What follows belongs to an exercise in optimizing a design on an open flow for small area; a production flow would make more cautious choices. The RTL was checked by simulation tests, not by an equivalence proof against the original design. Power figures rest on the tool's default switching activity, not on a simulated workload.

## the previous run
==> module rl_lj_force_accumulator, before the edit <==
module rl_lj_force_accumulator #(
  parameter int DATA_WIDTH              = 32,
  parameter int REF_PARTICLE_NUM        = 100,
  parameter int REF_RAM_ADDR_WIDTH      = 7,
  parameter int NEIGHBOR_PARTICLE_NUM   = 100,
  parameter int NEIGHBOR_RAM_ADDR_WIDTH = 7,
  parameter int ACC_WIDTH               = 48,
  parameter int FRAC_BITS               = 24
) (
  input  logic                          clk,
  input  logic                          rst,
  input  logic                          start,
  input  logic                          force_valid,
  input  logic [DATA_WIDTH-1:0]         force_x,
  input  logic [DATA_WIDTH-1:0]         force_y,
  input  logic [DATA_WIDTH-1:0]         force_z,
  input  logic                          pipeline_done,
  output logic [ACC_WIDTH-1:0]          acc_x,
  output logic [ACC_WIDTH-1:0]          acc_y,
  output logic [ACC_WIDTH-1:0]          acc_z,
  output logic [REF_RAM_ADDR_WIDTH-1:0] acc_addr,
  output logic                          acc_wren,
  output logic                          overflow,
  output logic                          count_error,
  output logic                          done
);
  localparam logic [NEIGHBOR_RAM_ADDR_WIDTH-1:0] NBR_LAST =
    NEIGHBOR_RAM_ADDR_WIDTH'(NEIGHBOR_PARTICLE_NUM - 1);
  localparam logic [REF_RAM_ADDR_WIDTH-1:0] REF_LAST =
    REF_RAM_ADDR_WIDTH'(REF_PARTICLE_NUM - 1);
  logic                               run_r;
  logic [NEIGHBOR_RAM_ADDR_WIDTH-1:0] nbr_r;
  logic [REF_RAM_ADDR_WIDTH-1:0]      wref_r;
  logic                               v_r, first_r, last_r, chk_r;
  logic                               wren_r, ovf_r, cerr_r, done_r;
  logic                               accept, early, nbr_last;
  logic [2:0]                         sat_c, sum_o;
  logic [ACC_WIDTH-1:0]               clamped [3];
  assign accept   = run_r & force_valid & ~pipeline_done;
  assign early    = run_r & pipeline_done;
  assign nbr_last = (nbr_r == NBR_LAST);
  lj_axis u_x (.clk, .accept, .first(first_r), .f(force_x), .sat(sat_c[0]),
               .out_of_range(sum_o[0]), .acc(clamped[0]));
  lj_axis u_y (.clk, .accept, .first(first_r), .f(force_y), .sat(sat_c[1]),
               .out_of_range(sum_o[1]), .acc(clamped[1]));
  lj_axis u_z (.clk, .accept, .first(first_r), .f(force_z), .sat(sat_c[2]),
               .out_of_range(sum_o[2]), .acc(clamped[2]));
  always_ff @(posedge clk) begin
    if (rst || start) begin
      run_r   <= !rst;
      nbr_r   <= '0;
      wref_r  <= '0;
      v_r     <= 1'b0;
      first_r <= 1'b0;
      last_r  <= 1'b0;
      chk_r   <= 1'b0;
      wren_r  <= 1'b0;
      ovf_r   <= 1'b0;
      cerr_r  <= 1'b0;
      done_r  <= 1'b0;
    end else begin
      v_r     <= accept;
      first_r <= accept & (nbr_r == '0);
      last_r  <= accept & nbr_last;
      chk_r   <= v_r & ~early;
      wren_r  <= v_r & last_r & ~early;
      ovf_r   <= overflow | (v_r & ~early & (|sat_c));
      cerr_r  <= cerr_r | early;
      done_r  <= early | (wren_r & (wref_r == REF_LAST));
      wref_r  <= wref_r + REF_RAM_ADDR_WIDTH'(wren_r);
      if (early) begin
        run_r <= 1'b0;
      end else if (accept) begin
        if (nbr_last) begin
          nbr_r <= '0;
          if (wref_r == REF_LAST) run_r <= 1'b0;
        end else begin
          nbr_r <= nbr_r + 1'b1;
        end
      end
    end
  end
  assign acc_x       = clamped[0];
  assign acc_y       = clamped[1];
  assign acc_z       = clamped[2];
  assign acc_addr    = wref_r;
  assign acc_wren    = wren_r;
  assign overflow    = ovf_r | (chk_r & (|sum_o));
  assign count_error = cerr_r;
  assign done        = done_r;
endmodule
export LEC_CHECK = 0
export CAP_MARGIN = 20
export CORE_MARGIN = 2
export CORE_UTILIZATION = 60
export CTS_BUF_LIST = sky130_fd_sc_hd__clkbuf_4
export SLEW_MARGIN = 20
create_clock -name core_clock -period 7.0 [get_ports {clk}]
standard.sh (not shown) runs the stock make flow with config.mk's settings and CLKGATE_MAP_FILE= SYNTH_SCRIPT=/design/flow/synth_recipe.tcl, a recipe that flattens the netlist after the stock synthesis.
==> flow/flow/run.sh <==
#!/bin/bash
# The standard layout (standard.sh) with two changes:
#  * synthesis maps the logic with an area-oriented ABC script (flow/area.abc);
#  * the port buffers use the smallest buffer cell, sky130_fd_sc_hd__buf_1.
# Each make run's full output goes to its own log file in the work folder.
set -euo pipefail
export MY_ABC_SCRIPT="$PWD/flow/area.abc"
bash standard.sh "SYNTH_SCRIPT=$PWD/flow/synth.tcl" \
  "BUFFER_PORTS_ARGS=-buffer_cell sky130_fd_sc_hd__buf_1" finish > make_finish.log 2>&1
==> flow/flow/area.abc <==
strash
&get -n
&st
&dch -f
&nf -p -a -F 8 -A 8
&put
strash
dch -f
amap -F 4 -A 8
topo
stime -c
buffer -c
upsize -c
dnsize -c
==> flow/flow/synth.tcl <==
# The standard synthesis script (synth_recipe.tcl), except that Yosys's abc call
# uses the area-oriented ABC script in MY_ABC_SCRIPT instead of ORFS's speed script.
proc synth {args} { yosys synth -nofsm -noshare {*}$args }
proc abc {args} {
  set i [lsearch -exact $args -script]
  if { $i >= 0 } { set args [lreplace $args $i [expr {$i + 1}] -script $::env(MY_ABC_SCRIPT)] }
  yosys abc {*}$args
}
source $::env(SCRIPTS_DIR)/synth.tcl
# left out here: clear keep_hierarchy, flatten, clean up, hide names made inside functions, write 1_2_yosys.v
The previous run finished end to end and its layout was clean on timing, DRC and antenna.
> inputs changed (the previous run -> the current run)
-- flow/design.v --
<<< the previous run, line 33
  logic [NEIGHBOR_RAM_ADDR_WIDTH-1:0] nbr_r;
  logic [REF_RAM_ADDR_WIDTH-1:0]      wref_r;
  logic                               v_r, first_r, last_r, chk_r;
  logic                               wren_r, ovf_r, cerr_r, done_r;
  logic                               accept, early, nbr_last;
>>> the current run, line 33
  logic [NEIGHBOR_RAM_ADDR_WIDTH-1:0] nbr_r;
  logic [REF_RAM_ADDR_WIDTH-1:0]      wref_r;
  logic                               v_r, chk_r, first, last;
  logic                               wren_r, ovf_r, cerr_r, done_r;
  logic                               accept, early, nbr_last;
<<< the previous run, line 41
  assign early    = run_r & pipeline_done;
  assign nbr_last = (nbr_r == NBR_LAST);
  lj_axis u_x (.clk, .accept, .first(first_r), .f(force_x), .sat(sat_c[0]),
               .out_of_range(sum_o[0]), .acc(clamped[0]));
  lj_axis u_y (.clk, .accept, .first(first_r), .f(force_y), .sat(sat_c[1]),
               .out_of_range(sum_o[1]), .acc(clamped[1]));
  lj_axis u_z (.clk, .accept, .first(first_r), .f(force_z), .sat(sat_c[2]),
               .out_of_range(sum_o[2]), .acc(clamped[2]));
  always_ff @(posedge clk) begin
>>> the current run, line 41
  assign early    = run_r & pipeline_done;
  assign nbr_last = (nbr_r == NBR_LAST);
  assign first    = v_r & (nbr_r == NEIGHBOR_RAM_ADDR_WIDTH'(1));
  assign last     = v_r & (nbr_r == '0);
  lj_axis u_x (.clk, .accept, .first(first), .f(force_x), .sat(sat_c[0]),
               .out_of_range(sum_o[0]), .acc(clamped[0]));
  lj_axis u_y (.clk, .accept, .first(first), .f(force_y), .sat(sat_c[1]),
               .out_of_range(sum_o[1]), .acc(clamped[1]));
  lj_axis u_z (.clk, .accept, .first(first), .f(force_z), .sat(sat_c[2]),
               .out_of_range(sum_o[2]), .acc(clamped[2]));
  always_ff @(posedge clk) begin
<<< the previous run, line 53
      wref_r  <= '0;
      v_r     <= 1'b0;
      first_r <= 1'b0;
      last_r  <= 1'b0;
      chk_r   <= 1'b0;
      wren_r  <= 1'b0;
>>> the current run, line 55
      wref_r  <= '0;
      v_r     <= 1'b0;
      chk_r   <= 1'b0;
      wren_r  <= 1'b0;
<<< the previous run, line 62
    end else begin
      v_r     <= accept;
      first_r <= accept & (nbr_r == '0);
      last_r  <= accept & nbr_last;
      chk_r   <= v_r & ~early;
      wren_r  <= v_r & last_r & ~early;
      ovf_r   <= overflow | (v_r & ~early & (|sat_c));
      cerr_r  <= cerr_r | early;
>>> the current run, line 62
    end else begin
      v_r     <= accept;
      chk_r   <= v_r & ~early;
      wren_r  <= last & ~early;
      ovf_r   <= overflow | (v_r & ~early & (|sat_c));
      cerr_r  <= cerr_r | early;
Results
Per the final summary, the current run finished and its layout is clean on timing, DRC and antenna. Changes observed in the current run relative to the previous run: die boundary height saw little to no change, slew of the pin with the lowest slew margin saw an increase, design area saw a decrease, first-pass GRT wire length saw a decrease, total power consumption of the routed design saw a decrease. Total routed wirelength on the current run is ahead of the previous run. [compare] base=the previous run new=the current run: filler cell count down 16, count of clock-buffer cells in the layout down 3, sequential cell count down 0.77%, compound-cell area share of the yosys netlist up 1.8 points.

==> afterwards: timing with drivers on the ports <==
Ports are ideal in the flow. The routed layouts listed here were re-timed in OpenROAD. Step 1 sets driving cells, clkbuf_16 on the clock port and buf_2 on the other inputs (assumed; they add their load-dependent delay and slew). Step 2 moves the port delays by t, midway between the first and last clock arrival at a register: inputs arrive t later, outputs are due t later. That takes back most of the time a late clock gives input paths. Three values: ideal ports, drivers, drivers and shift; two values: the first two.
run | shift t [ns] | setup WS [ns] | hold WS [ns] | cell pins on the clock port's net
the previous run | 0.824 | 0.721 / 0.721 / 0.721 | 0.446 / 0.446 / 0.446 | 1
the current run | 0.796 | 0.525 / 0.525 / 0.525 | 0.493 / 0.493 / 0.493 | 1
After both steps setup and hold are still met in every run listed.
